Context: an optimization exercise on an open-source flow, tuned for small area, a short achievable clock period and few clock cycles per item. The choices shown serve that exercise and are no tape-out recipe. Where RTL was checked, it was by simulation tests only, not by an equivalence proof against the original. Function not checked in run 1: the RTL went through the layout flow alone. Power and IR drop assume default switching activity.

--- config.mk ---
export PLATFORM = sky130hd
export DESIGN_NAME = matmul_engine
export DESIGN_NICKNAME = matmul_engine
export VERILOG_FILES = /design/flow/design.v
export SDC_FILE = /design/flow/constraint.sdc
export NUM_CORES = 4
export LEC_CHECK = 0
export CAP_MARGIN = 20
export CORE_MARGIN = 2
export CORE_UTILIZATION = 40
export CTS_CLUSTER_DIAMETER = 60
export CTS_CLUSTER_SIZE = 24
export SETUP_SLACK_MARGIN = 5
export SLEW_MARGIN = 20
export SYNTH_HIERARCHICAL = 1
--- constraint.sdc ---
create_clock -name core_clock -period 10.0 [get_ports {clk}]
set_input_delay 2.0000 -clock core_clock [delete_from_list [all_inputs] [get_ports {clk}]]
set_output_delay 2.0000 -clock core_clock [all_outputs]
set_load 0.01 [all_outputs]
--- design.v ---
package sysarray_pkg;
  function automatic logic [15:0] sat16(input logic [19:0] v);
    if (v[19:15] == 5'b00000 || v[19:15] == 5'b11111) sat16 = v[15:0];
    else if (v[19]) sat16 = 16'h8000;
    else sat16 = 16'h7fff;
  endfunction
endpackage
module pe (
  input  logic        clk,
  input  logic        rst,
  input  logic        clr_d,
  input  logic [7:0]  a,
  input  logic [7:0]  b,
  output logic [19:0] s,
  output logic [19:0] c
);
  logic        clr, nclr;
  logic pp_0_0;
  logic pp_0_1;
  logic pp_0_2;
  logic pp_0_3;
  logic pp_0_4;
  logic pp_0_5;
  logic pp_0_6;
  logic pp_0_7;
  logic pp_1_0;
  logic pp_1_1;
  logic pp_1_2;
  logic pp_1_3;
  logic pp_1_4;
  logic pp_1_5;
  logic pp_1_6;
  logic pp_1_7;
  logic pp_2_0;
  logic pp_2_1;
  logic pp_2_2;
  logic pp_2_3;
  logic pp_2_4;
  logic pp_2_5;
  logic pp_2_6;
  logic pp_2_7;
  logic pp_3_0;
  logic pp_3_1;
  logic pp_3_2;
  logic pp_3_3;
  logic pp_3_4;
  logic pp_3_5;
  logic pp_3_6;
  logic pp_3_7;
  logic pp_4_0;
  logic pp_4_1;
  logic pp_4_2;
  logic pp_4_3;
  logic pp_4_4;
  logic pp_4_5;
  logic pp_4_6;
  logic pp_4_7;
  logic pp_5_0;
  logic pp_5_1;
  logic pp_5_2;
  logic pp_5_3;
  logic pp_5_4;
  logic pp_5_5;
  logic pp_5_6;
  logic pp_5_7;
  logic pp_6_0;
  logic pp_6_1;
  logic pp_6_2;
  logic pp_6_3;
  logic pp_6_4;
  logic pp_6_5;
  logic pp_6_6;
  logic pp_6_7;
  logic pp_7_0;
  logic pp_7_1;
  logic pp_7_2;
  logic pp_7_3;
  logic pp_7_4;
  logic pp_7_5;
  logic pp_7_6;
  logic pp_7_7;
  logic sg0;
  logic sg1;
  logic sg2;
  logic sg3;
  logic sg4;
  logic sg5;
  logic cg5;
  logic sg6;
  logic cg6;
  logic sg7;
  logic cg7;
  logic sg8;
  logic cg8;
  logic sg9;
  logic cg9;
  logic sg10;
  logic cg10;
  logic sg11;
  logic cg11;
  logic sg12;
  logic cg12;
  logic sg13;
  logic cg13;
  logic sg14;
  logic cg14;
  logic sg15;
  logic cg15;
  logic sg16;
  logic cg16;
  logic sg17;
  logic cg17;
  logic sg18;
  logic cg18;
  logic sg19;
  logic cg19;
  logic s1;
  logic k2;
  logic s3;
  logic k4;
  logic s5;
  logic k6;
  logic s7;
  logic k8;
  logic s9;
  logic k10;
  logic s11;
  logic k12;
  logic s13;
  logic k14;
  logic s15;
  logic k16;
  logic s17;
  logic k18;
  logic s19;
  logic k20;
  logic s21;
  logic k22;
  logic s23;
  logic k24;
  logic s25;
  logic k26;
  logic s27;
  logic k28;
  logic s29;
  logic k30;
  logic s31;
  logic k32;
  logic s33;
  logic k34;
  logic s35;
  logic k36;
  logic s37;
  logic k38;
  logic s39;
  logic k40;
  logic s41;
  logic k42;
  logic s43;
  logic k44;
  logic s45;
  logic k46;
  logic s47;
  logic k48;
  logic s49;
  logic k50;
  logic s51;
  logic k52;
  logic s53;
  logic k54;
  logic s55;
  logic k56;
  logic s57;
  logic k58;
  logic s59;
  logic k60;
  logic i61;
  logic s62;
  logic k63;
  logic s64;
  logic k65;
  logic s66;
  logic k67;
  logic s68;
  logic k69;
  logic i70;
  logic s71;
  logic k72;
  logic s73;
  logic k74;
  logic i75;
  logic s76;
  logic k77;
  logic s78;
  logic k79;
  logic i80;
  logic s81;
  logic k82;
  logic s83;
  logic k84;
  logic s85;
  logic k86;
  logic s87;
  logic k88;
  logic s89;
  logic k90;
  logic i91;
  logic s92;
  logic k93;
  logic s94;
  logic k95;
  logic s96;
  logic k97;
  logic s98;
  logic k99;
  logic s100;
  logic k101;
  logic s102;
  logic k103;
  logic i104;
  logic s105;
  logic k106;
  logic i107;
  logic s108;
  logic k109;
  logic s110;
  logic k111;
  logic s112;
  logic k113;
  logic s114;
  logic k115;
  logic s116;
  logic k117;
  logic s118;
  logic k119;
  logic i120;
  logic s121;
  logic k122;
  logic s123;
  logic k124;
  logic s125;
  logic k126;
  logic i127;
  logic s128;
  logic k129;
  logic i130;
  logic s131;
  logic k132;
  logic i133;
  logic s134;
  logic k135;
  logic s136;
  logic k137;
  logic s138;
  logic k139;
  logic i140;
  logic s141;
  logic k142;
  logic i143;
  logic s144;
  logic k145;
  logic s146;
  logic k147;
  logic i148;
  logic s149;
  logic k150;
  logic i151;
  logic s152;
  logic k153;
  logic s154;
  logic k155;
  logic i156;
  logic s157;
  logic k158;
  logic s159;
  logic k160;
  logic s161;
  logic k162;
  logic s163;
  logic k164;
  logic s165;
  logic k166;
  logic s167;
  logic k168;
  logic s169;
  logic k170;
  logic s171;
  logic k172;
  logic s173;
  logic k174;
  logic s175;
  logic k176;
  logic s177;
  logic k178;
  always_ff @(posedge clk or posedge rst) begin
    if (rst) begin
      clr  <= 1'b0;
      nclr <= 1'b1;
    end else begin
      clr  <= clr_d;
      nclr <= ~clr_d;
    end
  end
  assign pp_0_0 = ~(a[0] & b[0]);
  assign pp_0_1 = ~(a[0] & b[1]);
  assign pp_0_2 = ~(a[0] & b[2]);
  assign pp_0_3 = ~(a[0] & b[3]);
  assign pp_0_4 = ~(a[0] & b[4]);
  assign pp_0_5 = ~(a[0] & b[5]);
  assign pp_0_6 = ~(a[0] & b[6]);
  assign pp_0_7 = ~(a[0] & b[7]);
  assign pp_1_0 = ~(a[1] & b[0]);
  assign pp_1_1 = ~(a[1] & b[1]);
  assign pp_1_2 = ~(a[1] & b[2]);
  assign pp_1_3 = ~(a[1] & b[3]);
  assign pp_1_4 = ~(a[1] & b[4]);
  assign pp_1_5 = ~(a[1] & b[5]);
  assign pp_1_6 = ~(a[1] & b[6]);
  assign pp_1_7 = ~(a[1] & b[7]);
  assign pp_2_0 = ~(a[2] & b[0]);
  assign pp_2_1 = ~(a[2] & b[1]);
  assign pp_2_2 = ~(a[2] & b[2]);
  assign pp_2_3 = ~(a[2] & b[3]);
  assign pp_2_4 = ~(a[2] & b[4]);
  assign pp_2_5 = ~(a[2] & b[5]);
  assign pp_2_6 = ~(a[2] & b[6]);
  assign pp_2_7 = ~(a[2] & b[7]);
  assign pp_3_0 = ~(a[3] & b[0]);
  assign pp_3_1 = ~(a[3] & b[1]);
  assign pp_3_2 = ~(a[3] & b[2]);
  assign pp_3_3 = ~(a[3] & b[3]);
  assign pp_3_4 = ~(a[3] & b[4]);
  assign pp_3_5 = ~(a[3] & b[5]);
  assign pp_3_6 = ~(a[3] & b[6]);
  assign pp_3_7 = ~(a[3] & b[7]);
  assign pp_4_0 = ~(a[4] & b[0]);
  assign pp_4_1 = ~(a[4] & b[1]);
  assign pp_4_2 = ~(a[4] & b[2]);
  assign pp_4_3 = ~(a[4] & b[3]);
  assign pp_4_4 = ~(a[4] & b[4]);
  assign pp_4_5 = ~(a[4] & b[5]);
  assign pp_4_6 = ~(a[4] & b[6]);
  assign pp_4_7 = ~(a[4] & b[7]);
  assign pp_5_0 = ~(a[5] & b[0]);
  assign pp_5_1 = ~(a[5] & b[1]);
  assign pp_5_2 = ~(a[5] & b[2]);
  assign pp_5_3 = ~(a[5] & b[3]);
  assign pp_5_4 = ~(a[5] & b[4]);
  assign pp_5_5 = ~(a[5] & b[5]);
  assign pp_5_6 = ~(a[5] & b[6]);
  assign pp_5_7 = ~(a[5] & b[7]);
  assign pp_6_0 = ~(a[6] & b[0]);
  assign pp_6_1 = ~(a[6] & b[1]);
  assign pp_6_2 = ~(a[6] & b[2]);
  assign pp_6_3 = ~(a[6] & b[3]);
  assign pp_6_4 = ~(a[6] & b[4]);
  assign pp_6_5 = ~(a[6] & b[5]);
  assign pp_6_6 = ~(a[6] & b[6]);
  assign pp_6_7 = ~(a[6] & b[7]);
  assign pp_7_0 = ~(a[7] & b[0]);
  assign pp_7_1 = ~(a[7] & b[1]);
  assign pp_7_2 = ~(a[7] & b[2]);
  assign pp_7_3 = ~(a[7] & b[3]);
  assign pp_7_4 = ~(a[7] & b[4]);
  assign pp_7_5 = ~(a[7] & b[5]);
  assign pp_7_6 = ~(a[7] & b[6]);
  assign pp_7_7 = ~(a[7] & b[7]);
  assign sg0 = ~(s[0] & nclr);
  assign sg1 = ~(s[1] & nclr);
  assign sg2 = ~(s[2] & nclr);
  assign sg3 = ~(s[3] & nclr);
  assign sg4 = ~(s[4] & nclr);
  assign sg5 = ~(s[5] & nclr);
  assign cg5 = ~(c[5] & nclr);
  assign sg6 = ~(s[6] & nclr);
  assign cg6 = ~(c[6] & nclr);
  assign sg7 = ~(s[7] & nclr);
  assign cg7 = ~(c[7] & nclr);
  assign sg8 = ~(s[8] & nclr);
  assign cg8 = ~(c[8] | clr);
  assign sg9 = ~(s[9] | clr);
  assign cg9 = ~(c[9] | clr);
  assign sg10 = ~(s[10] | clr);
  assign cg10 = ~(c[10] & nclr);
  assign sg11 = ~(s[11] | clr);
  assign cg11 = ~(c[11] & nclr);
  assign sg12 = ~(s[12] | clr);
  assign cg12 = ~(c[12] | clr);
  assign sg13 = ~(s[13] | clr);
  assign cg13 = ~(c[13] & nclr);
  assign sg14 = ~(s[14] & nclr);
  assign cg14 = ~(c[14] & nclr);
  assign sg15 = ~(s[15] & nclr);
  assign cg15 = ~(c[15] & nclr);
  assign sg16 = ~(s[16] & nclr);
  assign cg16 = ~(c[16] & nclr);
  assign sg17 = ~(s[17] & nclr);
  assign cg17 = ~(c[17] & nclr);
  assign sg18 = ~(s[18] & nclr);
  assign cg18 = ~(c[18] & nclr);
  assign sg19 = ~(s[19] & nclr);
  assign cg19 = ~(c[19] & nclr);
  assign s1 = ~pp_0_0 ^ ~sg0;
  assign k2 = ~pp_0_0 & ~sg0;
  fa_cell u_s3 (.a(pp_0_1), .b(pp_1_0), .ci(sg1), .s(s3), .co(k4));
  assign s5 = k2 ^ ~s3;
  assign k6 = k2 & ~s3;
  fa_cell u_s7 (.a(pp_0_2), .b(pp_1_1), .ci(pp_2_0), .s(s7), .co(k8));
  fa_cell u_s9 (.a(sg2), .b(k4), .ci(s7), .s(s9), .co(k10));
  assign s11 = k6 ^ ~s9;
  assign k12 = k6 & ~s9;
  fa_cell u_s13 (.a(pp_0_3), .b(pp_1_2), .ci(pp_2_1), .s(s13), .co(k14));
  fa_cell u_s15 (.a(pp_3_0), .b(sg3), .ci(k8), .s(s15), .co(k16));
  fa_cell u_s17 (.a(s13), .b(s15), .ci(k10), .s(s17), .co(k18));
  assign s19 = k12 ^ ~s17;
  assign k20 = k12 & ~s17;
  fa_cell u_s21 (.a(pp_0_4), .b(pp_1_3), .ci(pp_2_2), .s(s21), .co(k22));
  fa_cell u_s23 (.a(pp_3_1), .b(pp_4_0), .ci(sg4), .s(s23), .co(k24));
  fa_cell u_s25 (.a(k14), .b(s21), .ci(s23), .s(s25), .co(k26));
  fa_cell u_s27 (.a(k16), .b(s25), .ci(k18), .s(s27), .co(k28));
  assign s29 = k20 ^ ~s27;
  assign k30 = k20 & ~s27;
  fa_cell u_s31 (.a(pp_0_5), .b(pp_1_4), .ci(pp_2_3), .s(s31), .co(k32));
  fa_cell u_s33 (.a(pp_3_2), .b(pp_4_1), .ci(pp_5_0), .s(s33), .co(k34));
  fa_cell u_s35 (.a(sg5), .b(cg5), .ci(k22), .s(s35), .co(k36));
  fa_cell u_s37 (.a(k24), .b(s31), .ci(s33), .s(s37), .co(k38));
  fa_cell u_s39 (.a(s35), .b(k26), .ci(s37), .s(s39), .co(k40));
  assign s41 = ~s39 ^ ~k28;
  assign k42 = ~s39 & ~k28;
  fa_cell u_s43 (.a(pp_0_6), .b(pp_1_5), .ci(pp_2_4), .s(s43), .co(k44));
  fa_cell u_s45 (.a(pp_3_3), .b(pp_4_2), .ci(pp_5_1), .s(s45), .co(k46));
  fa_cell u_s47 (.a(pp_6_0), .b(sg6), .ci(cg6), .s(s47), .co(k48));
  fa_cell u_s49 (.a(k32), .b(k34), .ci(s43), .s(s49), .co(k50));
  fa_cell u_s51 (.a(s45), .b(s47), .ci(k36), .s(s51), .co(k52));
  fa_cell u_s53 (.a(k38), .b(s49), .ci(s51), .s(s53), .co(k54));
  assign s55 = ~k40 ^ ~s53;
  assign k56 = ~k40 & ~s53;
  fa_cell u_s57 (.a(pp_1_6), .b(pp_2_5), .ci(pp_3_4), .s(s57), .co(k58));
  fa_cell u_s59 (.a(pp_4_3), .b(pp_5_2), .ci(pp_6_1), .s(s59), .co(k60));
  assign i61 = ~sg7;
  fa_cell u_s62 (.a(pp_0_7), .b(pp_7_0), .ci(i61), .s(s62), .co(k63));
  fa_cell u_s64 (.a(cg7), .b(k44), .ci(k46), .s(s64), .co(k65));
  fa_cell u_s66 (.a(k48), .b(s57), .ci(s59), .s(s66), .co(k67));
  fa_cell u_s68 (.a(s64), .b(k50), .ci(s66), .s(s68), .co(k69));
  assign i70 = ~s62;
  fa_cell u_s71 (.a(i70), .b(k52), .ci(s68), .s(s71), .co(k72));
  assign s73 = ~k54 ^ ~s71;
  assign k74 = ~k54 & ~s71;
  assign i75 = ~pp_2_6;
  assign s76 = ~(pp_1_7 ^ i75);
  assign k77 = pp_1_7 | i75;
  fa_cell u_s78 (.a(pp_3_5), .b(pp_4_4), .ci(pp_5_3), .s(s78), .co(k79));
  assign i80 = ~pp_7_1;
  fa_cell u_s81 (.a(pp_6_2), .b(i80), .ci(sg8), .s(s81), .co(k82));
  fa_cell u_s83 (.a(k58), .b(k60), .ci(s78), .s(s83), .co(k84));
  fa_cell u_s85 (.a(cg8), .b(s76), .ci(k63), .s(s85), .co(k86));
  fa_cell u_s87 (.a(s81), .b(k65), .ci(k67), .s(s87), .co(k88));
  fa_cell u_s89 (.a(s83), .b(k69), .ci(s87), .s(s89), .co(k90));
  assign i91 = ~s85;
  fa_cell u_s92 (.a(i91), .b(k72), .ci(s89), .s(s92), .co(k93));
  fa_cell u_s94 (.a(pp_3_6), .b(pp_4_5), .ci(pp_5_4), .s(s94), .co(k95));
  fa_cell u_s96 (.a(pp_2_7), .b(pp_7_2), .ci(sg9), .s(s96), .co(k97));
  fa_cell u_s98 (.a(pp_6_3), .b(k79), .ci(s94), .s(s98), .co(k99));
  fa_cell u_s100 (.a(cg9), .b(k77), .ci(s96), .s(s100), .co(k101));
  fa_cell u_s102 (.a(k82), .b(k84), .ci(s98), .s(s102), .co(k103));
  assign i104 = ~k88;
  fa_cell u_s105 (.a(k86), .b(s100), .ci(i104), .s(s105), .co(k106));
  assign i107 = ~s105;
  fa_cell u_s108 (.a(s102), .b(k90), .ci(i107), .s(s108), .co(k109));
  fa_cell u_s110 (.a(pp_4_6), .b(pp_5_5), .ci(pp_6_4), .s(s110), .co(k111));
  fa_cell u_s112 (.a(pp_3_7), .b(pp_7_3), .ci(sg10), .s(s112), .co(k113));
  fa_cell u_s114 (.a(cg10), .b(k95), .ci(s110), .s(s114), .co(k115));
  fa_cell u_s116 (.a(k97), .b(s112), .ci(k101), .s(s116), .co(k117));
  fa_cell u_s118 (.a(k99), .b(s114), .ci(k103), .s(s118), .co(k119));
  assign i120 = ~s118;
  fa_cell u_s121 (.a(s116), .b(k106), .ci(i120), .s(s121), .co(k122));
  fa_cell u_s123 (.a(pp_4_7), .b(pp_7_4), .ci(sg11), .s(s123), .co(k124));
  fa_cell u_s125 (.a(pp_5_6), .b(pp_6_5), .ci(cg11), .s(s125), .co(k126));
  assign i127 = ~k111;
  fa_cell u_s128 (.a(i127), .b(k113), .ci(s123), .s(s128), .co(k129));
  assign i130 = ~s128;
  fa_cell u_s131 (.a(s125), .b(k115), .ci(i130), .s(s131), .co(k132));
  assign i133 = ~k117;
  fa_cell u_s134 (.a(i133), .b(s131), .ci(k119), .s(s134), .co(k135));
  fa_cell u_s136 (.a(pp_5_7), .b(pp_7_5), .ci(sg12), .s(s136), .co(k137));
  fa_cell u_s138 (.a(cg12), .b(k124), .ci(s136), .s(s138), .co(k139));
  assign i140 = ~k129;
  fa_cell u_s141 (.a(pp_6_6), .b(k126), .ci(i140), .s(s141), .co(k142));
  assign i143 = ~s138;
  fa_cell u_s144 (.a(i143), .b(s141), .ci(k132), .s(s144), .co(k145));
  fa_cell u_s146 (.a(pp_6_7), .b(pp_7_6), .ci(sg13), .s(s146), .co(k147));
  assign i148 = ~cg13;
  fa_cell u_s149 (.a(i148), .b(k137), .ci(s146), .s(s149), .co(k150));
  assign i151 = ~k142;
  fa_cell u_s152 (.a(k139), .b(s149), .ci(i151), .s(s152), .co(k153));
  fa_cell u_s154 (.a(pp_7_7), .b(sg14), .ci(cg14), .s(s154), .co(k155));
  assign i156 = ~s154;
  fa_cell u_s157 (.a(k147), .b(i156), .ci(k150), .s(s157), .co(k158));
  assign s159 = sg15 ^ cg15;
  assign k160 = sg15 & cg15;
  assign s161 = ~s159 ^ ~k155;
  assign k162 = ~s159 & ~k155;
  assign s163 = sg16 ^ cg16;
  assign k164 = sg16 & cg16;
  assign s165 = ~k160 ^ ~s163;
  assign k166 = ~k160 & ~s163;
  assign s167 = sg17 ^ cg17;
  assign k168 = sg17 & cg17;
  assign s169 = ~k164 ^ ~s167;
  assign k170 = ~k164 & ~s167;
  assign s171 = sg18 ^ cg18;
  assign k172 = sg18 & cg18;
  assign s173 = ~k168 ^ ~s171;
  assign k174 = ~k168 & ~s171;
  assign s175 = sg19 ^ cg19;
  assign k176 = sg19 & cg19;
  assign s177 = ~k172 ^ ~s175;
  assign k178 = ~k172 & ~s175;
  always_ff @(posedge clk) begin
    s[0] <= s1;
    s[1] <= s5;
    s[2] <= s11;
    s[3] <= s19;
    s[4] <= s29;
    s[5] <= s41;
    s[6] <= k42;
    s[7] <= k56;
    s[8] <= k74;
    s[9] <= k93;
    s[10] <= k109;
    s[11] <= s134;
    s[12] <= s144;
    s[13] <= k145;
    s[14] <= s157;
    s[15] <= s161;
    s[16] <= s165;
    s[17] <= k166;
    s[18] <= k170;
    s[19] <= k174;
    c[5] <= k30;
    c[6] <= s55;
    c[7] <= s73;
    c[8] <= s92;
    c[9] <= s108;
    c[10] <= s121;
    c[11] <= k122;
    c[12] <= k135;
    c[13] <= s152;
    c[14] <= k153;
    c[15] <= k158;
    c[16] <= k162;
    c[17] <= s169;
    c[18] <= s173;
    c[19] <= s177;
  end
  assign c[0] = 1'b0;
  assign c[1] = 1'b0;
  assign c[2] = 1'b0;
  assign c[3] = 1'b0;
  assign c[4] = 1'b0;
endmodule
package pe_pol;
  localparam logic [19:0] SPOL = 20'h03e00;
  localparam logic [19:0] CPOL = 20'h01300;
  localparam logic [19:0] CMSK = 20'hfffe0;   
  localparam int CLO = 5;   
endpackage
module fa_cell (
  input  logic a,
  input  logic b,
  input  logic ci,
  output logic s,
  output logic co
);
  assign s  = a ^ b ^ ci;
  assign co = (a & b) | (a & ci) | (b & ci);
endmodule
module ha_cell (
  input  logic a,
  input  logic b,
  output logic s,
  output logic co
);
  assign s  = a ^ b;
  assign co = a & b;
endmodule
module colout #(
  parameter int N     = 6,
  parameter int ACC_W = 20,
  parameter int OUT_W = 16
) (
  input  logic                    clk,
  input  logic                    rst,
  input  logic [N-1:0]            sel_d,
  input  logic [N-1:0][ACC_W-1:0] s,
  input  logic [N-1:0][ACC_W-1:0] c,
  input  logic                    ld0,     
  input  logic                    from1,   
  input  logic                    ld1,     
  output logic [OUT_W-1:0]        q0
);
  localparam int CLO = pe_pol::CLO;
  logic [N-1:0][ACC_W-1:CLO] cx;
  logic [ACC_W-1:0]   ms, vs;
  logic [ACC_W-1:CLO] mc, vc;
  logic [14:0]      lo;
  logic             c15, ovf0, ovf1, sg0, sg1, h0, h1;
  logic [OUT_W-1:0] q1, y, d;
  rowsel #(.N(N), .W(ACC_W)) u_sels (.clk(clk), .rst(rst), .sel_d(sel_d), .x(s), .y(ms));
  rowsel #(.N(N), .W(ACC_W - CLO)) u_selc (.clk(clk), .rst(rst), .sel_d(sel_d), .x(cx), .y(mc));
  always_comb
    for (int i = 0; i < N; i++) cx[i] = c[i][ACC_W-1:CLO];
  assign vs = ms ^ pe_pol::SPOL;
  assign vc = mc ^ pe_pol::CPOL[ACC_W-1:CLO];
  colsum #(.CLO(CLO)) u_sum (
    .a(vs), .b(vc), .lo(lo), .c15(c15),
    .ovf0(ovf0), .ovf1(ovf1), .sg0(sg0), .sg1(sg1), .h0(h0), .h1(h1)
  );
  satsel u_sat (
    .lo(lo), .c15(c15), .ovf0(ovf0), .ovf1(ovf1), .sg0(sg0), .sg1(sg1),
    .h0(h0), .h1(h1), .q1(q1), .from1(from1), .y(y), .d(d)
  );
  always_ff @(posedge clk) begin
    if (ld0) q0 <= d;
    if (ld1) q1 <= y;
  end
endmodule
module rowsel #(
  parameter int N = 6,
  parameter int W = 20
) (
  input  logic                clk,
  input  logic                rst,
  input  logic [N-1:0]        sel_d,
  input  logic [N-1:0][W-1:0] x,
  output logic [W-1:0]        y
);
  logic [N-1:0] sel;
  always_ff @(posedge clk or posedge rst) begin
    if (rst) sel <= N'(1);
    else     sel <= sel_d;
  end
  always_comb begin
    y = '0;
    for (int i = 0; i < N; i++) y = y | (x[i] & {W{sel[i]}});
  end
endmodule
module colsum #(
  parameter int CLO = 5
) (
  input  logic [19:0]  a,
  input  logic [19:CLO] b,
  output logic [14:0] lo,
  output logic        c15,
  output logic        ovf0,
  output logic        ovf1,
  output logic        sg0,
  output logic        sg1,
  output logic        h0,
  output logic        h1
);
  logic [4:0] hi0, hi1;
  logic [19:0] bz;
  assign bz = {b, {CLO{1'b0}}};
  assign {c15, lo} = {1'b0, a[14:0]} + {1'b0, bz[14:0]};
  assign hi0  = a[19:15] + bz[19:15];
  assign hi1  = a[19:15] + bz[19:15] + 5'd1;
  assign ovf0 = (hi0 != 5'b00000) && (hi0 != 5'b11111);
  assign ovf1 = (hi1 != 5'b00000) && (hi1 != 5'b11111);
  assign sg0  = hi0[4];
  assign sg1  = hi1[4];
  assign h0   = hi0[0];
  assign h1   = hi1[0];
endmodule
module satsel (
  input  logic [14:0] lo,
  input  logic        c15,
  input  logic        ovf0,
  input  logic        ovf1,
  input  logic        sg0,
  input  logic        sg1,
  input  logic        h0,
  input  logic        h1,
  input  logic [15:0] q1,
  input  logic        from1,
  output logic [15:0] y,
  output logic [15:0] d
);
  logic ovf, sg, h;
  assign ovf = c15 ? ovf1 : ovf0;
  assign sg  = c15 ? sg1 : sg0;
  assign h   = c15 ? h1 : h0;
  assign y   = ovf ? {sg, {15{~sg}}} : {h, lo};
  assign d   = from1 ? q1 : y;
endmodule
module lmux (
  input  logic s,
  input  logic a,
  input  logic b,
  output logic y
);
  assign y = s ? a : b;
endmodule
module oreg (
  input  logic clk,
  input  logic rst,
  input  logic d,
  output logic q
);
  always_ff @(posedge clk or posedge rst) begin
    if (rst) q <= 1'b0;
    else     q <= d;
  end
endmodule
module matmul_engine #(
  parameter int N     = 6,
  parameter int A_W   = 8,
  parameter int B_W   = 8,
  parameter int K_MAX = 16,
  parameter int ACC_W = 20,
  parameter int OUT_W = 16
) (
  input  logic                            clk,
  input  logic                            rst,
  input  logic                            start,
  output logic                            start_ready,
  input  logic [$clog2(K_MAX+1)-1:0]      k_len,
  input  logic                            in_valid,
  output logic                            in_ready,
  input  logic [N-1:0][A_W-1:0]           in_a,
  input  logic [N-1:0][B_W-1:0]           in_b,
  output logic                            out_valid,
  input  logic                            out_ready,
  output logic [N-1:0][OUT_W-1:0]         out_row,
  output logic [$clog2(N)-1:0]            out_ridx,
  output logic                            busy,
  output logic                            done
);
  localparam int KW = $clog2(K_MAX + 1);
  localparam int RW = $clog2(N);
  logic          cur_v, cur_z, cur_first;    
  logic [KW-1:0] cur_rem;                    
  logic          pend_v;                     
  logic [KW-1:0] pend_k;
  logic [3:0]    njobs;                      
  logic          done_reg;
  logic          in_ready_q, start_ready_q, busy_q;   
  logic          cur_v_n, cur_z_n, cur_first_n, pend_v_n;
  logic [KW-1:0] cur_rem_n, pend_k_n;
  logic [3:0]    njobs_n;
  logic          busy_n;
  logic [N-1:0]          sv, sf, sl;         
  logic [A_W-1:0]        sa [N][N];          
  logic [N-1:0][B_W-1:0] sb [N];             
  logic [N-1:0]          holds;              
  logic [N-1:0]          ptr;                
  logic                   q0v, q1v;          
  logic [N-1:0][OUT_W-1:0] q0;
  logic [RW-1:0]          ridx;              
  logic [N-1:0]          frz;                
  logic [N-1:0]          en;                 
  logic                  push, pop, fire0, last0, cur_free, st_fire;
  logic [N-1:0] sv_n, sf_n, sl_n, holds_n, ptr_n, a_n, conf0, conf1, frz0, frz1;
  logic [N-1:0] frz_n, en_n;
  logic         q0v_n, q1v_n, hp_n, nq;
  assign push      = |(holds & ptr) & ~q1v;
  assign pop       = q0v & out_ready;
  assign out_row   = q0;
  assign out_ridx  = ridx;
  assign done      = done_reg;
  assign fire0       = cur_v & ~frz[0] & (cur_z | in_valid);
  assign last0       = cur_z | (cur_rem == KW'(1));
  assign cur_free    = ~cur_v | (fire0 & last0);
  assign st_fire     = start & start_ready;
  assign in_ready    = in_ready_q;
  assign start_ready = start_ready_q;
  assign busy        = busy_q;
  always_comb begin
    cur_v_n     = cur_v;
    cur_z_n     = cur_z;
    cur_first_n = cur_first;
    cur_rem_n   = cur_rem;
    pend_v_n    = pend_v;
    pend_k_n    = pend_k;
    if (fire0 & ~last0) begin
      cur_rem_n   = cur_rem - KW'(1);
      cur_first_n = 1'b0;
    end
    if (cur_free) begin
      if (pend_v) begin
        cur_v_n     = 1'b1;
        cur_z_n     = (pend_k == '0);
        cur_rem_n   = pend_k;
        cur_first_n = 1'b1;
        pend_v_n    = 1'b0;
      end else if (st_fire) begin
        cur_v_n     = 1'b1;
        cur_z_n     = (k_len == '0);
        cur_rem_n   = k_len;
        cur_first_n = 1'b1;
      end else begin
        cur_v_n     = 1'b0;
      end
    end else if (st_fire) begin
      pend_v_n = 1'b1;
      pend_k_n = k_len;
    end
    njobs_n = njobs + {3'b0, st_fire} - {3'b0, pop & (ridx == RW'(N - 1))};
    busy_n  = st_fire | (njobs > 4'd1) |
              ((njobs == 4'd1) & ~(out_ready & q0v & (ridx == RW'(N - 1))));
  end
  always_comb begin
    sv_n[0] = frz[0] ? sv[0] : fire0;
    sf_n[0] = frz[0] ? sf[0] : (cur_first | cur_z);
    sl_n[0] = frz[0] ? sl[0] : last0;
    for (int s = 1; s < N; s++) begin
      sv_n[s] = frz[s] ? sv[s] : (sv[s-1] & ~frz[s-1]);
      sf_n[s] = frz[s] ? sf[s] : sf[s-1];
      sl_n[s] = frz[s] ? sl[s] : sl[s-1];
    end
    for (int s = 0; s < N; s++)
      holds_n[s] = (holds[s] & ~(push & ptr[s])) | (en[s] & sl[s]);
    ptr_n = push ? {ptr[N-2:0], ptr[N-1]} : ptr;
    q0v_n = q1v | (q0v & ~pop) | push;
    q1v_n = (q1v & ~pop) | (push & q0v & ~pop);
    hp_n = |(holds_n & ptr_n);
    nq   = ~(q1v | (push & q0v));
    for (int s = 0; s < N; s++) begin
      a_n[s]   = sv_n[s] & sf_n[s] & holds_n[s];
      conf1[s] = a_n[s] & ~(hp_n & ptr_n[s]);
      conf0[s] = a_n[s] & ~(hp_n & nq & ptr_n[s]);
    end
    frz1[N-1] = conf1[N-1];
    frz0[N-1] = conf0[N-1];
    for (int s = N - 2; s >= 0; s--) begin
      frz1[s] = conf1[s] | frz1[s+1];
      frz0[s] = conf0[s] | frz0[s+1];
    end
    frz_n = pop ? frz1 : frz0;
  end
  logic [N-1:0] en_p1, en_p0, clr_p1, clr_p0, clr_n;
  logic [1:0]   sv0_x, fire0_x;                   
  logic [1:0]   en0_p1, en0_p0, clr0_p1, clr0_p0;  
  logic         en0_m1, en0_m0, clr0_m1, clr0_m0;
  always_comb begin
    for (int r = 0; r < N; r++) begin
      en_p0[r]  = sv_n[r] & ~frz0[r];
      en_p1[r]  = q0v ? (sv_n[r] & ~frz1[r]) : en_p0[r];
      clr_p0[r] = en_p0[r] & sf_n[r];
      clr_p1[r] = en_p1[r] & sf_n[r];
    end
    fire0_x[1] = cur_v & ~frz[0];
    fire0_x[0] = cur_v & ~frz[0] & cur_z;
    for (int x = 0; x < 2; x++) begin
      sv0_x[x] = frz[0] ? sv[0] : fire0_x[x];
      en0_p0[x]  = sv0_x[x] & ~(sv0_x[x] & sf_n[0] & holds_n[0] & ~(hp_n & nq & ptr_n[0]))
                            & ~frz0[1];
      en0_p1[x]  = q0v ? (sv0_x[x] & ~(sv0_x[x] & sf_n[0] & holds_n[0] & ~(hp_n & ptr_n[0]))
                                   & ~frz1[1])
                       : en0_p0[x];
      clr0_p0[x] = en0_p0[x] & sf_n[0];
      clr0_p1[x] = en0_p1[x] & sf_n[0];
    end
  end
  lmux u_en0m1  (.s(in_valid), .a(en0_p1[1]),  .b(en0_p1[0]),  .y(en0_m1));
  lmux u_en0m0  (.s(in_valid), .a(en0_p0[1]),  .b(en0_p0[0]),  .y(en0_m0));
  lmux u_clr0m1 (.s(in_valid), .a(clr0_p1[1]), .b(clr0_p1[0]), .y(clr0_m1));
  lmux u_clr0m0 (.s(in_valid), .a(clr0_p0[1]), .b(clr0_p0[0]), .y(clr0_m0));
  lmux u_en0    (.s(out_ready), .a(en0_m1),  .b(en0_m0),  .y(en_n[0]));
  lmux u_clr0   (.s(out_ready), .a(clr0_m1), .b(clr0_m0), .y(clr_n[0]));
  for (genvar r = 1; r < N; r++) begin : g_enm
    lmux u_en  (.s(out_ready), .a(en_p1[r]),  .b(en_p0[r]),  .y(en_n[r]));
    lmux u_clr (.s(out_ready), .a(clr_p1[r]), .b(clr_p0[r]), .y(clr_n[r]));
  end
  always_ff @(posedge clk or posedge rst) begin
    if (rst) begin
      cur_v         <= 1'b0;
      cur_z         <= 1'b0;
      cur_first     <= 1'b0;
      cur_rem       <= '0;
      pend_v        <= 1'b0;
      pend_k        <= '0;
      njobs         <= '0;
      done_reg      <= 1'b0;
      in_ready_q    <= 1'b0;
      start_ready_q <= 1'b1;
      busy_q        <= 1'b0;
    end else begin
      cur_v         <= cur_v_n;
      cur_z         <= cur_z_n;
      cur_first     <= cur_first_n;
      cur_rem       <= cur_rem_n;
      pend_v        <= pend_v_n;
      pend_k        <= pend_k_n;
      njobs         <= njobs_n;
      done_reg      <= pop & (ridx == RW'(N - 1));
      in_ready_q    <= cur_v_n & ~cur_z_n & ~frz_n[0];
      start_ready_q <= ~pend_v_n;
      busy_q        <= busy_n;
    end
  end
  always_ff @(posedge clk or posedge rst) begin
    if (rst) begin
      sv    <= '0;
      sf    <= '0;
      sl    <= '0;
      holds <= '0;
      ptr   <= N'(1);
      q0v   <= 1'b0;
      q1v   <= 1'b0;
      ridx  <= '0;
      frz   <= '0;
      en    <= '0;
    end else begin
      sv    <= sv_n;
      sf    <= sf_n;
      sl    <= sl_n;
      holds <= holds_n;
      ptr   <= ptr_n;
      q0v   <= q0v_n;
      q1v   <= q1v_n;
      frz   <= frz_n;
      en    <= en_n;
      if (pop) ridx <= (ridx == RW'(N - 1)) ? '0 : ridx + RW'(1);
    end
  end
  oreg u_ovalid (.clk(clk), .rst(rst), .d(q0v_n), .q(out_valid));
  logic ld0, ld1;
  assign ld0 = q1v ? pop : (push & (~q0v | pop));
  assign ld1 = push & q0v & ~pop;
  always_ff @(posedge clk) begin
    if (~frz[0]) begin
      for (int i = 0; i < N; i++) begin
        sa[0][i] <= cur_z ? '0 : in_a[i];
        sb[0][i] <= in_b[i];
      end
    end
    for (int s = 1; s < N; s++) begin
      if (~frz[s]) begin
        for (int i = s; i < N; i++) sa[s][i] <= sa[s-1][i];
        sb[s] <= sb[s-1];
      end
    end
  end
  logic [A_W-1:0] ag   [N];
  logic [A_W-1:0] ag_d [N];
  always_comb begin
    ag_d[0] = (frz[0] ? sa[0][0] : (cur_z ? '0 : in_a[0])) & {A_W{en_n[0]}};
    for (int r = 1; r < N; r++)
      ag_d[r] = (frz[r] ? sa[r][r] : sa[r-1][r]) & {A_W{en_n[r]}};
  end
  always_ff @(posedge clk) begin
    for (int r = 0; r < N; r++) ag[r] <= ag_d[r];
  end
  logic [ACC_W-1:0] acc_s [N][N];
  logic [ACC_W-1:0] acc_c [N][N];
  for (genvar gi = 0; gi < N; gi++) begin : g_row
    for (genvar gj = 0; gj < N; gj++) begin : g_col
      pe u_pe (
        .clk  (clk),
        .rst  (rst),
        .clr_d(clr_n[gi]),
        .a    (ag[gi]),
        .b    (sb[gi][gj]),
        .s    (acc_s[gi][gj]),
        .c    (acc_c[gi][gj])
      );
    end
  end
  logic [N-1:0][ACC_W-1:0] col_s [N];
  logic [N-1:0][ACC_W-1:0] col_c [N];
  for (genvar gj = 0; gj < N; gj++) begin : g_out
    for (genvar gi = 0; gi < N; gi++) begin : g_in
      assign col_s[gj][gi] = acc_s[gi][gj];
      assign col_c[gj][gi] = acc_c[gi][gj];
    end
    colout #(
      .N    (N),
      .ACC_W(ACC_W),
      .OUT_W(OUT_W)
    ) u_col (
      .clk  (clk),
      .rst  (rst),
      .sel_d(ptr_n),
      .s    (col_s[gj]),
      .c    (col_c[gj]),
      .ld0  (ld0),
      .from1(q1v),
      .ld1  (ld1),
      .q0   (q0[gj])
    );
  end
endmodule
--- flow/run.sh ---
#!/bin/bash
# Standard ORFS layout with three changes to how the layout is made:
#  - timing repair aims at a tighter period than the clock constraint (setup
#    margin), so the resizer works on every path longer than that target;
#  - the port buffers are sky130_fd_sc_hd__buf_4 cells (the standard flow
#    picks a delay cell), every input and output still gets its own buffer;
#  - the resizer may swap cells of a different footprint.
# Synthesis is the standard one, unchanged. Each step's log is in orfs/logs.
set -euo pipefail
MARGIN=${MARGIN:-6.3}
bash standard.sh synth > synth.log 2>&1
bash standard.sh SETUP_SLACK_MARGIN=$MARGIN MATCH_CELL_FOOTPRINT=0 \
  "BUFFER_PORTS_ARGS=-buffer_cell sky130_fd_sc_hd__buf_4" finish > layout.log 2>&1
--- standard.sh ---
#!/bin/bash
# synth_recipe.tcl (not shown) runs the flow's synth.tcl, then flattens the netlist and writes it again
# the make line also repeats each setting of config.mk as NAME=value (left out here)
make -C /OpenROAD-flow-scripts/flow DESIGN_CONFIG=/design/flow/config.mk WORK_HOME=/design/flow/orfs CLKGATE_MAP_FILE= SYNTH_SCRIPT=/design/flow/synth_recipe.tcl "${@:-finish}"
==> metrics.md, run 1 <==
| Metric | Value |
|---|---|
| Max-Cap Viols | `0` |
| CP max FO | `1` |
| Max stage delay on crit path | `0.76 ns` |
| Unrepaired setup endpoints after global routing | `yes` |
| Root Driver | `clkbuf_16` |
| Via count | `a little over 90000` |
| Synth Instances | `about 13000` |
| DRT antenna net count | `0` |
| Vias per cell | `5.28` |
| DR iter-0 viols | `8543` |
| Clock Latency Late Sink | `around 0.95 ns` |
| Relative slew margins | `0.212` |
| Setup Skew | `between 0.08 and 0.09 ns` |
| Commonest non-fill, non-tap cell in the layout | `nand2_1` |
| Input/output buffers | `between 200 and 250` |
| Die Height | `601 µm` |
| Worst vdd ir | `0.190 mV` |
| Pins Over Slew Limit | `0` |
| Setup TNS | `0 ns` |
| Metal2 WL | `196 mm` |
| Num rows | `219` |
| Lkg Pwr | `0.0610 µW` |
| Largest net degree at the start of global routing | `77` |
| Synthesis warning total | `31` |
| DP Wirelength | `311 mm` |
| Die area | `0.361 mm²` |
| DRT Pass-1 Iters | `6` |
| Fin. Hold Viols | `0` |
| Least-Margin Pin Slew | `roughly 1.2 ns` |
| Clock Pin Slew Worst Setup and Hold Paths | `0.09 ns` |
| Final setup fails | `0` |
| WL/cell | `24.7 µm` |
| I/O pin count | `210` |
| Hold buffer count at CTS | `0` |
| Worst min-delay path class | `register to register` |
| Syn nets | `15900` |
| Total Wirelength | `435 mm` |
| Fin crit period | `3.85 ns` |
| Final #Nets | `about 16000` |
| Worst setup EP type | `primary output` |
| Critical path cell sequence | `buf_6` |
| Initial antenna violation count | `31` |
| Startpoint class of the critical path | `register` |
| Clock tree buffer depth | `4` |
| WP data required | `8.00 ns` |
| DR WL met3 | `between 30 and 40 mm` |
| Status | `timing/DRC/antenna clean` |
| PwrDens | `374 mW/mm²` |
| Max layer used | `met5` |
| Tot GR Track Use | `0.241` |
| Gpl congestion | `0.925` |
| Placed Cells | `17100` |
| CTS Buf Count | `212` |
| Mean Syn Cell Area | `11.1 µm²` |
| Most frequent cells in the layout | `nand2_1 (3259), fa_1 (2244), inv_1 (1350), dfxtp_1 (1308), ha_1 (704)` |
| Clock Sinks | `2170` |
| Most flop-heavy register | `g_row.g_col.u_pe.s` |
| Largest regs | `g_row.g_col.u_pe.s x720, g_row.g_col.u_pe.c x540, sb x288` |
| Die width | `601 µm` |
| Worst Path Arrival | `1.85 ns` |
| H-tree depth | `4` |
| Tcrit/Tclk final | `0.385` |
| Core Area | `between 0.3 and 0.4 mm²` |
| Mapped Area | `between 0.1 and 0.15 mm²` |
| Vias in the first global route | `97200` |
| Share of layout cells above drive strength 1 | `0.0950` |
| M1 WL | `about 180 mm` |
| Post-route DRC | `0` |
| CP top delay family | `flip-flops` |
| TritonCTS clock tree | `done` |
| Slowest-stage cell, CP | `edfxtp_1` |
| Buf/Inv on CP | `1` |
| Crit path kind | `register to primary output` |
| Initial core utilization | `0.401` |
| Max reg flops | `720` |
| Layout area overhead | `9.49%` |
| Congestion Overflow GR | `0` |
| First-pass GRT wire length | `647 mm` |
| Fmax | `~260 MHz` |
| Non-Filler Instances | `17600` |
## repair_timing
action                     CTS  global route
gates cloned                 1             0
gates resized for setup    193           118
setup buffers               42            52
setup endpoints to repair  622           315
pin swaps                    7             3
## layer usage
layer / vias to the layer above / global-route usage
li1: 40100 / -
met1: 48100 / 0.333
met2: 3871 / 0.375
met3: 774 / 0.0496
met4: 6 / 0.0888
met5: - / 0
## worst paths after layout
check                                startpoint                           to  slack [ns]  cells past startpoint
max                        g_out[0].u_col.q0[3]                   out_row[3]        6.15                      1
max in group asynchronous                   rst                          q1v        7.71                      3
min                                   sa[16][7]                    sa[22][7]        0.42                      0
min in group asynchronous                   rst   g_row[0].g_col[4].u_pe.clr        1.08                      2
max reg2reg                            ag[4][6]  g_row[4].g_col[0].u_pe.c[8]        6.34                      7
min reg2reg                           sa[16][7]                    sa[22][7]        0.42                      0
## final cells by class
type                            instances  area, µm²
Fill cell                           33200     199000
Multi-Input combinational cell       8528      82500
Sequential cell                      2170      50900
Tap cell                             4751       5940
Clock buffer                          229       5510
Inverter                             1362       5130
Timing Repair Buffer                  387       3710
Clock inverter                        166       2160
Antenna cell                           24       60.1
## where the power goes
part	switching [µW]	leakage, µW	internal, µW	total [µW]
Combinational	17200	0.0371	12800	30000
Clock	4350	0.00370	4520	8870
Sequential	5270	0.0202	14100	19300
## through the flow
| step | utilization | hold slack (ns) | power, µW | cell area [µm²] | setup WS [ns] |
|---|---|---|---|---|---|
| floorplan | - | 0.400 | 39200 | 142000 | 5.96 |
| global placement | 0.411 | 0.404 | 47600 | 146000 | 5.24 |
| detailed placement | 0.411 | 0.405 | 48900 | 146000 | 5.23 |
| CTS | 0.436 | 0.420 | 58600 | 155000 | 6.09 |
| global route | 0.439 | 0.432 | 64800 | 156000 | 6.17 |
| finish | 0.439 | 0.417 | 58300 | 156000 | 6.15 |
==> inputs of run 2 (changes only) <==
--- a/design.v
+++ b/design.v
@@ -86,5 +86,4 @@
   logic sg4;
   logic sg5;
-  logic cg5;
   logic sg6;
   logic cg6;
@@ -372,5 +371,4 @@
   assign sg4 = ~(s[4] & nclr);
   assign sg5 = ~(s[5] & nclr);
-  assign cg5 = ~(c[5] & nclr);
   assign sg6 = ~(s[6] & nclr);
   assign cg6 = ~(c[6] & nclr);
@@ -423,9 +421,9 @@
   fa_cell u_s31 (.a(pp_0_5), .b(pp_1_4), .ci(pp_2_3), .s(s31), .co(k32));
   fa_cell u_s33 (.a(pp_3_2), .b(pp_4_1), .ci(pp_5_0), .s(s33), .co(k34));
-  fa_cell u_s35 (.a(sg5), .b(cg5), .ci(k22), .s(s35), .co(k36));
-  fa_cell u_s37 (.a(k24), .b(s31), .ci(s33), .s(s37), .co(k38));
-  fa_cell u_s39 (.a(s35), .b(k26), .ci(s37), .s(s39), .co(k40));
-  assign s41 = ~s39 ^ ~k28;
-  assign k42 = ~s39 & ~k28;
+  fa_cell u_s35 (.a(sg5), .b(k22), .ci(k24), .s(s35), .co(k36));
+  fa_cell u_s37 (.a(s31), .b(s33), .ci(s35), .s(s37), .co(k38));
+  fa_cell u_s39 (.a(k26), .b(s37), .ci(k28), .s(s39), .co(k40));
+  assign s41 = k30 ^ ~s39;
+  assign k42 = k30 & ~s39;
   fa_cell u_s43 (.a(pp_0_6), .b(pp_1_5), .ci(pp_2_4), .s(s43), .co(k44));
   fa_cell u_s45 (.a(pp_3_3), .b(pp_4_2), .ci(pp_5_1), .s(s45), .co(k46));
@@ -433,7 +431,7 @@
   fa_cell u_s49 (.a(k32), .b(k34), .ci(s43), .s(s49), .co(k50));
   fa_cell u_s51 (.a(s45), .b(s47), .ci(k36), .s(s51), .co(k52));
-  fa_cell u_s53 (.a(k38), .b(s49), .ci(s51), .s(s53), .co(k54));
-  assign s55 = ~k40 ^ ~s53;
-  assign k56 = ~k40 & ~s53;
+  fa_cell u_s53 (.a(s49), .b(k38), .ci(s51), .s(s53), .co(k54));
+  assign s55 = ~s53 ^ ~k40;
+  assign k56 = ~s53 & ~k40;
   fa_cell u_s57 (.a(pp_1_6), .b(pp_2_5), .ci(pp_3_4), .s(s57), .co(k58));
   fa_cell u_s59 (.a(pp_4_3), .b(pp_5_2), .ci(pp_6_1), .s(s59), .co(k60));
@@ -524,6 +522,6 @@
     s[4] <= s29;
     s[5] <= s41;
-    s[6] <= k42;
-    s[7] <= k56;
+    s[6] <= s55;
+    s[7] <= s73;
     s[8] <= k74;
     s[9] <= k93;
@@ -538,7 +536,6 @@
     s[18] <= k170;
     s[19] <= k174;
-    c[5] <= k30;
-    c[6] <= s55;
-    c[7] <= s73;
+    c[6] <= k42;
+    c[7] <= k56;
     c[8] <= s92;
     c[9] <= s108;
@@ -559,10 +556,11 @@
   assign c[3] = 1'b0;
   assign c[4] = 1'b0;
+  assign c[5] = 1'b0;
 endmodule
 package pe_pol;
   localparam logic [19:0] SPOL = 20'h03e00;
   localparam logic [19:0] CPOL = 20'h01300;
-  localparam logic [19:0] CMSK = 20'hfffe0;   
-  localparam int CLO = 5;   
+  localparam logic [19:0] CMSK = 20'hfffc0;   
+  localparam int CLO = 6;   
 endpackage
 module fa_cell (
--- a/flow/run.sh
+++ b/flow/run.sh
@@ -8,5 +8,5 @@
 # Synthesis is the standard one, unchanged. Each step's log is in orfs/logs.
 set -euo pipefail
-MARGIN=${MARGIN:-6.3}
+MARGIN=${MARGIN:-6.45}
 bash standard.sh synth > synth.log 2>&1
 bash standard.sh SETUP_SLACK_MARGIN=$MARGIN MATCH_CELL_FOOTPRINT=0 \
==> metrics.md, run 2 <==
| Metric | Value |
|---|---|
| Status | `timing/DRC/antenna clean` |
| Placed Cells | `16800 (-2.0%)` |
| Initial antenna violation count | `44 (+42%)` |
| DP Wirelength | `298 mm (-4.0%)` |
| Startpoint class of the critical path | `register` |
| Core Area | `0.349 mm² (-1.6%)` |
| First-pass GRT wire length | `662 mm (+2.3%)` |
| Worst min-delay path class | `register to register` |
| Slowest-stage cell, CP | `edfxtp_1` |
| Worst setup EP type | `primary output` |
| Unrepaired setup endpoints after global routing | `yes` |
| Pins Over Slew Limit | `0 (unchanged)` |
| Largest net degree at the start of global routing | `69 (-10%)` |
| Max-Cap Viols | `0 (unchanged)` |
| Final #Nets | `15800 (+0.39%)` |
| Lkg Pwr | `0.0614 µW (+0.53%)` |
| Clock Sinks | `2134 (-1.7%)` |
| Non-Filler Instances | `17500 (-0.56%)` |
| DR iter-0 viols | `9624 (+13%)` |
| Max reg flops | `720 (unchanged)` |
| Via count | `95300 (+2.6%)` |
| Synthesis warning total | `32 (+3.2%)` |
| Most frequent cells in the layout | `nand2_1 (3217), fa_1 (2179), inv_1 (1324), dfxtp_1 (1272), ha_1 (691)` |
| Clock Pin Slew Worst Setup and Hold Paths | `0.09 ns (about the same)` |
| Setup Skew | `0.0714 ns (-0.0126 ns)` |
| Vias in the first global route | `97500 (+0.34%)` |
| Layout area overhead | `11.9%` |
| Fin crit period | `3.65 ns (-0.199 ns)` |
| Share of layout cells above drive strength 1 | `0.117 (+0.0221)` |
| Relative slew margins | `0.258 (+0.0464)` |
| CP top delay family | `flip-flops` |
| Congestion Overflow GR | `0 (unchanged)` |
| Clock tree buffer depth | `4 (unchanged)` |
| Clock Latency Late Sink | `0.93 ns (-0.02 ns)` |
| Post-route core utilization | `0.450 (+0.0106)` |
| Setup TNS | `0 ns (unchanged)` |
| Syn nets | `15700 (-1.3%)` |
| Worst vdd ir | `0.324 mV (+70%)` |
| Synth Instances | `12600 (-1.6%)` |
| DRT Pass-1 Iters | `6 (unchanged)` |
| Critical path cell sequence | `buf_6` |
| Fmax | `274 MHz (+5.4%)` |
| Mapped Area | `0.140 mm² (-1.4%)` |
| Commonest non-fill, non-tap cell in the layout | `nand2_1` |
| H-tree depth | `4 (unchanged)` |
| Most flop-heavy register | `g_row.g_col.u_pe.s` |
| DRT antenna net count | `0 (unchanged)` |
| Least-Margin Pin Slew | `1.11 ns (-0.0695 ns)` |
| WP data required | `8.00 ns (about the same)` |
| Final setup fails | `0 (unchanged)` |
| I/O pin count | `210 (unchanged)` |
| Fin. Hold Viols | `0 (unchanged)` |
| Initial core utilization | `0.402 (+0.000704)` |
| Root Driver | `clkbuf_16` |
| Total Wirelength | `471 mm (+8.1%)` |
| Die Height | `596 µm (-0.71%)` |
| PwrDens | `373 mW/mm² (-0.20%)` |
| Worst Path Arrival | `1.65 ns (-0.20 ns)` |
| Max stage delay on crit path | `0.54 ns (-0.22 ns)` |
| Crit path kind | `register to primary output` |
| Post-route DRC | `0 (unchanged)` |
| CTS Buf Count | `184 (-13%)` |
| Mean Syn Cell Area | `11.1 µm² (+0.17%)` |
| Largest regs | `g_row.g_col.u_pe.s x720, g_row.g_col.u_pe.c x504, sb x288` |
| Tot GR Track Use | `0.254 (+0.0130)` |
| Gpl congestion | `0.911 (-1.5%)` |
| Num rows | `217 (-0.91%)` |
| Die width | `596 µm (-0.71%)` |
| Tcrit/Tclk final | `0.365 (-0.0199)` |
| Vias per cell | `5.44 (+3.2%)` |
| TritonCTS clock tree | `done` |
| Buf/Inv on CP | `1 (unchanged)` |
| WL/cell | `26.9 µm (+8.7%)` |
| Die area | `0.356 mm² (-1.4%)` |
| CP max FO | `1 (unchanged)` |
| FILL cells | `32100 (-3.4%)` |
| Input/output buffers | `209 (unchanged)` |
## run 2: through the flow
stage                     cell area [µm²]  setup slack, ns  hold slack, ns  power (µW)
after global placement             144000             5.47           0.401       46800
final                              157000             6.35           0.364       58600
after floorplan                    140000             5.96           0.400       38400
after detailed placement           144000             5.46           0.405       48000
after CTS                          154000             6.28           0.368       57800
after global routing               157000             6.33           0.378       64500
## run 2: layout make-up
type,instances,area (µm²),share of cell area
antenna,42,105,0.000669
clock buffer,202,4870,0.0310
clock inverter,132,1720,0.0110
inverter,1338,5040,0.0321
multi-input combinational,8413,81900,0.521
sequential,2134,50300,0.320
tap,4599,5750,0.0366
timing repair buffer,658,7430,0.0473
## run 2: worst paths after layout
path,from,end,slack (ns),cells past startpoint
setup / recovery,g_out[1].u_col.q0[7],out_row[23],6.35,1
hold / removal,sa[3][6],sa[9][6],0.36,0
setup reg to reg,ag[1][0],g_row[1].g_col[2].u_pe.s[5],6.47,11
hold reg to reg,sa[3][6],sa[9][6],0.36,0
max in group asynchronous,rst,njobs[1],7.51,3
min in group asynchronous,rst,g_row[2].g_col[2].u_pe.clr,1.32,2
## run 2: metal layers
metal | global-route usage | part of all wire
met5 | 0 | 0.00025
met2 | 0.399 | 0.45
met4 | 0.110 | 0.056
met3 | 0.0591 | 0.10
met1 | 0.338 | 0.39
## run 2: where the power goes
part / internal (µW) / leakage (µW) / switching, µW
Sequential: 13800 / 0.0199 / 5090
Clock: 3950 / 0.00320 / 4090
Combinational: 13300 / 0.0383 / 18300
Total: 31100 / 0.0614 / 27500
## run 2: what timing repair did
action,CTS,global route
gates cloned,19,17
endpoints found under the setup margin,868,348
gates resized for setup,353,188
setup buffers,123,217
pin swaps,7,38
hold endpoints to repair,0,0
hold buffers,0,0
Testbench counts of run 2, summed over its fixed seeds: cycles 7,275, jobs 768.
==> inputs of run 3 (changes only) <==
--- a/flow/run.sh
+++ b/flow/run.sh
@@ -8,5 +8,5 @@
 # Synthesis is the standard one, unchanged. Each step's log is in orfs/logs.
 set -euo pipefail
-MARGIN=${MARGIN:-6.45}
+MARGIN=${MARGIN:-6.15}
 bash standard.sh synth > synth.log 2>&1
 bash standard.sh SETUP_SLACK_MARGIN=$MARGIN MATCH_CELL_FOOTPRINT=0 \
==> metrics.md, run 3 <==
| Metric | Value |
|---|---|
| Status | `timing/DRC/antenna clean` |
| Mapped Area | `0.140 mm² (unchanged)` |
| Die width | `596 µm (unchanged)` |
| H-tree depth | `4 (unchanged)` |
| Initial antenna violation count | `24 (-45%)` |
| Input/output buffers | `209 (unchanged)` |
| Clock Pin Slew Worst Setup and Hold Paths | `0.09 ns (about the same)` |
| TritonCTS clock tree | `done` |
| Dpl cell area | `0.144 mm² (about the same)` |
| Lkg Pwr | `0.0591 µW (-3.7%)` |
| Tcrit/Tclk final | `0.381 (+0.0153)` |
| DRT antenna net count | `0 (unchanged)` |
| Largest net degree at the start of global routing | `76 (+10%)` |
| Synthesis warning total | `32 (unchanged)` |
| Initial core utilization | `0.402 (unchanged)` |
| Unrepaired setup endpoints after global routing | `no` |
| Final worst setup slack | `6.19 ns (-0.153 ns)` |
| Post-route DRC | `0 (unchanged)` |
| Vias per cell | `5.31 (-2.4%)` |
| Tot GR Track Use | `0.237 (-0.0174)` |
| Placed Cells | `16800 (+0.036%)` |
| Max-Cap Viols | `0 (unchanged)` |
| Congestion Overflow GR | `0 (unchanged)` |
| PwrDens | `373 mW/mm² (-0.10%)` |
| Min Hold Slack | `0.413 ns (+0.0490 ns)` |
| I/O pin count | `210 (unchanged)` |
| Worst setup EP type | `register` |
| Largest regs | `g_row.g_col.u_pe.s x720, g_row.g_col.u_pe.c x504, sb x288` |
| CTS Buf Count | `197 (+7.1%)` |
| Least-Margin Pin Slew | `1.15 ns (+0.0366 ns)` |
| Worst min-delay path class | `register to register` |
| Commonest non-fill, non-tap cell in the layout | `nand2_1` |
| DR iter-0 viols | `7939 (-18%)` |
| Min-delay src | `sa[23][0]` |
| Via count | `91400 (-4.2%)` |
| Gpl congestion | `0.933 (+2.4%)` |
| Clock tree buffer depth | `4 (unchanged)` |
| R2r startpoint | `ag[0][3]` |
| Relative slew margins | `0.234 (-0.0244)` |
| Final #Nets | `15400 (-2.1%)` |
| Worst Path Arrival | `4.58 ns (+2.93 ns)` |
| Reg2reg path depth | `8 (-3)` |
| Pins Over Slew Limit | `0 (unchanged)` |
| Layout area overhead | `8.35%` |
| Worst hold path cell count | `0 (unchanged)` |
| Root Driver | `clkbuf_16` |
| CP max FO | `14 (+13)` |
| FF-to-FF End | `g_row[0].g_col[1].u_pe.c[10]` |
| Most flop-heavy register | `g_row.g_col.u_pe.s` |
| Worst vdd ir | `0.200 mV (-38%)` |
| Die area | `0.356 mm² (unchanged)` |
| Finished layout cell area | `0.152 mm² (-3.2%)` |
| WL/cell | `24.5 µm (-8.8%)` |
| Fin. Hold Viols | `0 (unchanged)` |
| Fmax | `263 MHz (-4.0%)` |
| Core Area | `0.349 mm² (unchanged)` |
| Dpl ws | `5.34 ns (-0.126 ns)` |
| Setup TNS | `0 ns (unchanged)` |
| Final setup fails | `0 (unchanged)` |
| Synth Instances | `12600 (unchanged)` |
| Vias in the first global route | `96200 (-1.4%)` |
| Total Wirelength | `422 mm (-10%)` |
| R2R setup slack | `6.19 ns (-0.28 ns)` |
| Syn nets | `15700 (unchanged)` |
| Crit path kind | `register to register` |
| Startpoint class of the critical path | `register` |
| Setup Skew | `0.0709 ns (-0.000532 ns)` |
| First-pass GRT wire length | `627 mm (-5.3%)` |
| Fin crit period | `3.81 ns (+0.153 ns)` |
| Non-Filler Instances | `17200 (-1.8%)` |
| Worst hold endpoint | `sa[29][0]` |
| WP data required | `10.77 ns (+2.77 ns)` |
| Die Height | `596 µm (unchanged)` |
| DP Wirelength | `297 mm (-0.39%)` |
| Clock Latency Late Sink | `0.95 ns (+0.02 ns)` |
| Hold buffer count at CTS | `0 (unchanged)` |
| Share of layout cells above drive strength 1 | `0.0832 (-0.0339)` |
| Num rows | `217 (unchanged)` |
| Most frequent cells in the layout | `nand2_1 (3224), fa_1 (2245), inv_1 (1328), dfxtp_1 (1272), ha_1 (698)` |
| Mean Syn Cell Area | `11.1 µm² (unchanged)` |
| Max reg flops | `720 (unchanged)` |
| DRT Pass-1 Iters | `6 (unchanged)` |
| Clock Sinks | `2134 (unchanged)` |
run 3: cell types whose count changed in the layout (fill, tap and decap cells not counted), sizes merged:
cell      change
clkinvlp      -4
buf         -307
diode         +2
bufinv        -2
clkbuf       -25
clkinv        +8
inv          +18
run 3: worst max-delay path by stage:
stage               startpoint                      endpoint  slack (ns)  cells after the start
finish                ag[0][3]  g_row[0].g_col[1].u_pe.c[10]        6.19                      8
global route          ag[0][3]  g_row[0].g_col[1].u_pe.c[10]        6.14                      8
floorplan            out_ready          g_out[0].u_col.q0[0]        5.96                      3
CTS                   ag[0][1]   g_row[0].g_col[0].u_pe.s[5]        6.13                      9
detailed placement   out_ready          g_out[4].u_col.q0[0]        5.34                      6
global placement     out_ready          g_out[4].u_col.q0[3]        5.37                      6
run 3: critical path, stage by stage, from the launching register on:
cell,delay [ns]
dfxtp_4,0.82
buf_16,0.34
nand2_1,0.12
fa_1,0.52
fa_1,0.41
fa_1,0.44
fa_1,0.49
inv_1,0.05
fa_1,0.43
run 3: report_power, final:
group	total (µW)	switching (µW)	internal, µW
registers	18900	5130	13800
clock network	8380	4240	4140
logic	29300	16900	12400
total	56700	26300	30400
run 3: metal layers:
metal,up-vias,global-route usage,share of wire
met5,-,0,0.00014
met4,7,0.0983,0.044
met3,679,0.0576,0.091
met2,3831,0.371,0.46
met1,47500,0.315,0.41
li1,39400,-,-
run 3: what timing repair did:
| action | CTS | global route |
|---|---|---|
| pin swaps | 6 | 0 |
| endpoints found under the setup margin | 342 | 265 |
| gates resized for setup | 78 | 78 |
| buffers inserted | 12 | 12 |
run 3: metrics by stage:
stage          utilization  total power (µW)
2_1_floorplan            -             38400
3_3_place_gp         0.412             46600
3_5_place_dp         0.412             48000
4_1_cts              0.434             56800
5_1_grt              0.435             63000
6_report             0.435             56700
run 3: final cells by class:
class | count | area (µm²)
fill | 32500 | 197000
sequential | 2134 | 50100
clock inverter | 152 | 1940
multi-input combinational | 8413 | 81200
timing repair buffer | 312 | 2810
clock buffer | 216 | 5160
inverter | 1338 | 5030
tap | 4599 | 5750
antenna | 44 | 110
==> inputs of run 4 (changes only) <==
--- a/flow/run.sh
+++ b/flow/run.sh
@@ -8,5 +8,5 @@
 # Synthesis is the standard one, unchanged. Each step's log is in orfs/logs.
 set -euo pipefail
-MARGIN=${MARGIN:-6.15}
+MARGIN=${MARGIN:-6.3}
 bash standard.sh synth > synth.log 2>&1
 bash standard.sh SETUP_SLACK_MARGIN=$MARGIN MATCH_CELL_FOOTPRINT=0 \
==> metrics.md, run 4 <==
| Metric | Value |
|---|---|
| Synth Instances | `12600 (unchanged)` |
| DRT antenna net count | `0 (unchanged)` |
| Max stage delay on crit path | `0.57 ns (-0.25 ns)` |
| Die area | `0.356 mm² (unchanged)` |
| Vias per cell | `5.33 (+0.33%)` |
| Tcrit/Tclk final | `0.364 (-0.0166)` |
| Logic pwr share | `0.524 (+0.006)` |
| Critical path cell sequence | `buf_8 -> nand2_1 -> fa_1 -> fa_1 -> fa_1 -> fa_1 -> fa_1` |
| Internal power | `30300 µW (-0.27%)` |
| Clock Sinks | `2134 (unchanged)` |
| Setup TNS | `0 ns (unchanged)` |
| Root Driver | `clkbuf_16` |
| NetSw | `26100 µW (-0.69%)` |
| Core Area | `0.349 mm² (unchanged)` |
| Fmax | `275 MHz (+4.6%)` |
| Final setup fails | `0 (unchanged)` |
| Placed Cells | `16800 (-0.036%)` |
| Pins Over Slew Limit | `0 (unchanged)` |
| Clock Latency Late Sink | `0.93 ns (-0.02 ns)` |
| DRT Pass-1 Iters | `5 (-1)` |
| Total Wirelength | `426 mm (+1.0%)` |
| FILL cells | `32500 (-0.13%)` |
| Multi-input gate area | `0.0813 mm² (+0.12%)` |
| Die width | `596 µm (unchanged)` |
| Fin. Hold Viols | `0 (unchanged)` |
| Input/output buffers | `209 (unchanged)` |
| Slowest-stage cell, CP | `fa_1` |
| Fin crit period | `3.64 ns (-0.166 ns)` |
| Lkg Pwr | `0.0593 µW (+0.32%)` |
| Layout area overhead | `8.74%` |
| Share of layout cells above drive strength 1 | `0.0863 (+0.00312)` |
| Clock tree buffer depth | `4 (unchanged)` |
| Most frequent cells in the layout | `nand2_1 (3223), fa_1 (2245), inv_1 (1328), dfxtp_1 (1272), ha_1 (698)` |
| Commonest non-fill, non-tap cell in the layout | `nand2_1` |
| Die Height | `596 µm (unchanged)` |
| Gpl congestion | `0.927 (-0.70%)` |
| Least-Margin Pin Slew | `1.19 ns (+0.0426 ns)` |
| TritonCTS clock tree | `done` |
| Tot GR Track Use | `0.238 (+0.000656)` |
| Min Hold Slack | `0.381 ns (-0.0321 ns)` |
| Crit path kind | `register to register` |
| Relative slew margins | `0.205 (-0.0284)` |
| Most flop-heavy register | `g_row.g_col.u_pe.s` |
| Startpoint class of the critical path | `register` |
| H-tree depth | `4 (unchanged)` |
| I/O pin count | `210 (unchanged)` |
| DR iter-0 viols | `8251 (+3.9%)` |
| Status | `timing/DRC/antenna clean` |
| Largest regs | `g_row.g_col.u_pe.s x720, g_row.g_col.u_pe.c x504, sb x288` |
| First-pass GRT wire length | `629 mm (+0.35%)` |
| Via count | `91700 (+0.41%)` |
| WL/cell | `24.7 µm (+0.94%)` |
| Syn nets | `15700 (unchanged)` |
| Worst vdd ir | `0.214 mV (+6.7%)` |
| Num rows | `217 (unchanged)` |
| Mapped Area | `0.140 mm² (unchanged)` |
| Crit path top cell by count | `fa_1` |
| Setup Skew | `0.0561 ns (-0.0148 ns)` |
| Initial antenna violation count | `25 (+4.2%)` |
| Largest net degree at the start of global routing | `79 (+3.9%)` |
| Non-Filler Instances | `17200 (+0.081%)` |
| CP top delay family | `adder cells` |
| Buf/Inv on CP | `1 (-1)` |
| Max reg flops | `720 (unchanged)` |
| WP data required | `10.78 ns (about the same)` |
| Clock network fraction of design power | `0.142 (-0.006)` |
| CP max FO | `39 (+25)` |
| Unrepaired setup endpoints after global routing | `no` |
| Vias in the first global route | `96200 (+0.0042%)` |
| Congestion Overflow GR | `0 (unchanged)` |
| Worst min-delay path class | `register to register` |
| DP Wirelength | `298 mm (+0.20%)` |
| Clock Pin Slew Worst Setup and Hold Paths | `0.09 ns (about the same)` |
| Mean Syn Cell Area | `11.1 µm² (unchanged)` |
| Initial core utilization | `0.402 (unchanged)` |
| Worst Path Arrival | `4.42 ns (-0.16 ns)` |
| Post-route DRC | `0 (unchanged)` |
| Synthesis warning total | `32 (unchanged)` |
| Hold buffer count at CTS | `0 (unchanged)` |
| CTS Buf Count | `182 (-7.6%)` |
| Sw frac | `0.463 (-0.00106)` |
| Max-Cap Viols | `0 (unchanged)` |
| Worst setup EP type | `register` |
| Sequential cell fraction of total power | `0.334 (about the same)` |
| Storage cell area | `0.0502 mm² (+0.30%)` |
| PwrDens | `369 mW/mm² (-0.82%)` |
| Final #Nets | `15500 (+0.31%)` |
run 4: layout make-up:
class | count | share of cell area
multi-input cells | 8413 | 0.533
flip-flops and latches | 2134 | 0.329
well taps | 4599 | 0.0377
inverters | 1338 | 0.0330
clock buffers | 211 | 0.0322
repair buffers | 375 | 0.0239
clock inverters | 126 | 0.0109
diodes | 26 | 0.000426
run 4: power by group through the flow:
stage	sequential, µW	clock (µW)	combinational [µW]
floorplan	15500	0	22900
global route	19100	8460	35100
finish	18800	8000	29500
global placement	19100	0	27600
detailed placement	19000	0	28900
CTS	18800	8170	29600
run 4: repair_timing:
action	CTS	global route
endpoints found under the setup margin	707	303
pin swaps	6	4
resized for setup	147	134
cloned	0	3
buffers inserted	24	66
run 4: worst reg2reg max path: cells and delay by family, from the launching register on:
family	cells	cell delay (ns)
flip-flops	1	0.48
buffers and inverters	1	0.44
adder cells (fa/ha/maj)	5	2.39
AND/OR/NAND/NOR	1	0.20
run 4: routing by layer:
layer / vias to the layer above / track usage / wire length (µm)
met4: 12 / 0.0976 / 20100
met1: 47500 / 0.319 / 172000
met2: 4021 / 0.371 / 194000
met5: - / 0 / 103
li1: 39400 / - / -
met3: 772 / 0.0542 / 40100
run 4: worst paths after layout:
| path | start | to | slack [ns] | cells past startpoint |
|---|---|---|---|---|
| max | ag[1][6] | g_row[1].g_col[4].u_pe.c[8] | 6.36 | 7 |
| min | sa[10][6] | sa[16][6] | 0.38 | 0 |
| max in group asynchronous | rst | cur_z | 7.60 | 3 |
| max reg2reg | ag[1][6] | g_row[1].g_col[4].u_pe.c[8] | 6.36 | 7 |
| min reg2reg | sa[10][6] | sa[16][6] | 0.38 | 0 |
| min in group asynchronous | rst | g_row[5].g_col[1].u_pe.clr | 1.25 | 2 |
run 4: metrics by stage:
step | setup slack [ns] | area, µm² | util | total power (µW)
2_1_floorplan | 5.96 | 140000 | - | 38400
3_3_place_gp | 5.49 | 144000 | 0.412 | 46600
3_5_place_dp | 5.48 | 144000 | 0.412 | 47900
4_1_cts | 6.30 | 151000 | 0.433 | 56500
5_1_grt | 6.28 | 153000 | 0.437 | 62700
6_report | 6.36 | 153000 | 0.437 | 56400

Re-timed with assumed drivers on the ports (clkbuf_16 on the clock, buf_2 on other inputs), run 4 has 6.331 ns of setup slack against 6.361 ns with ideal ports, and 5.590 ns once port delays also move by the mid clock arrival of 1.004 ns.
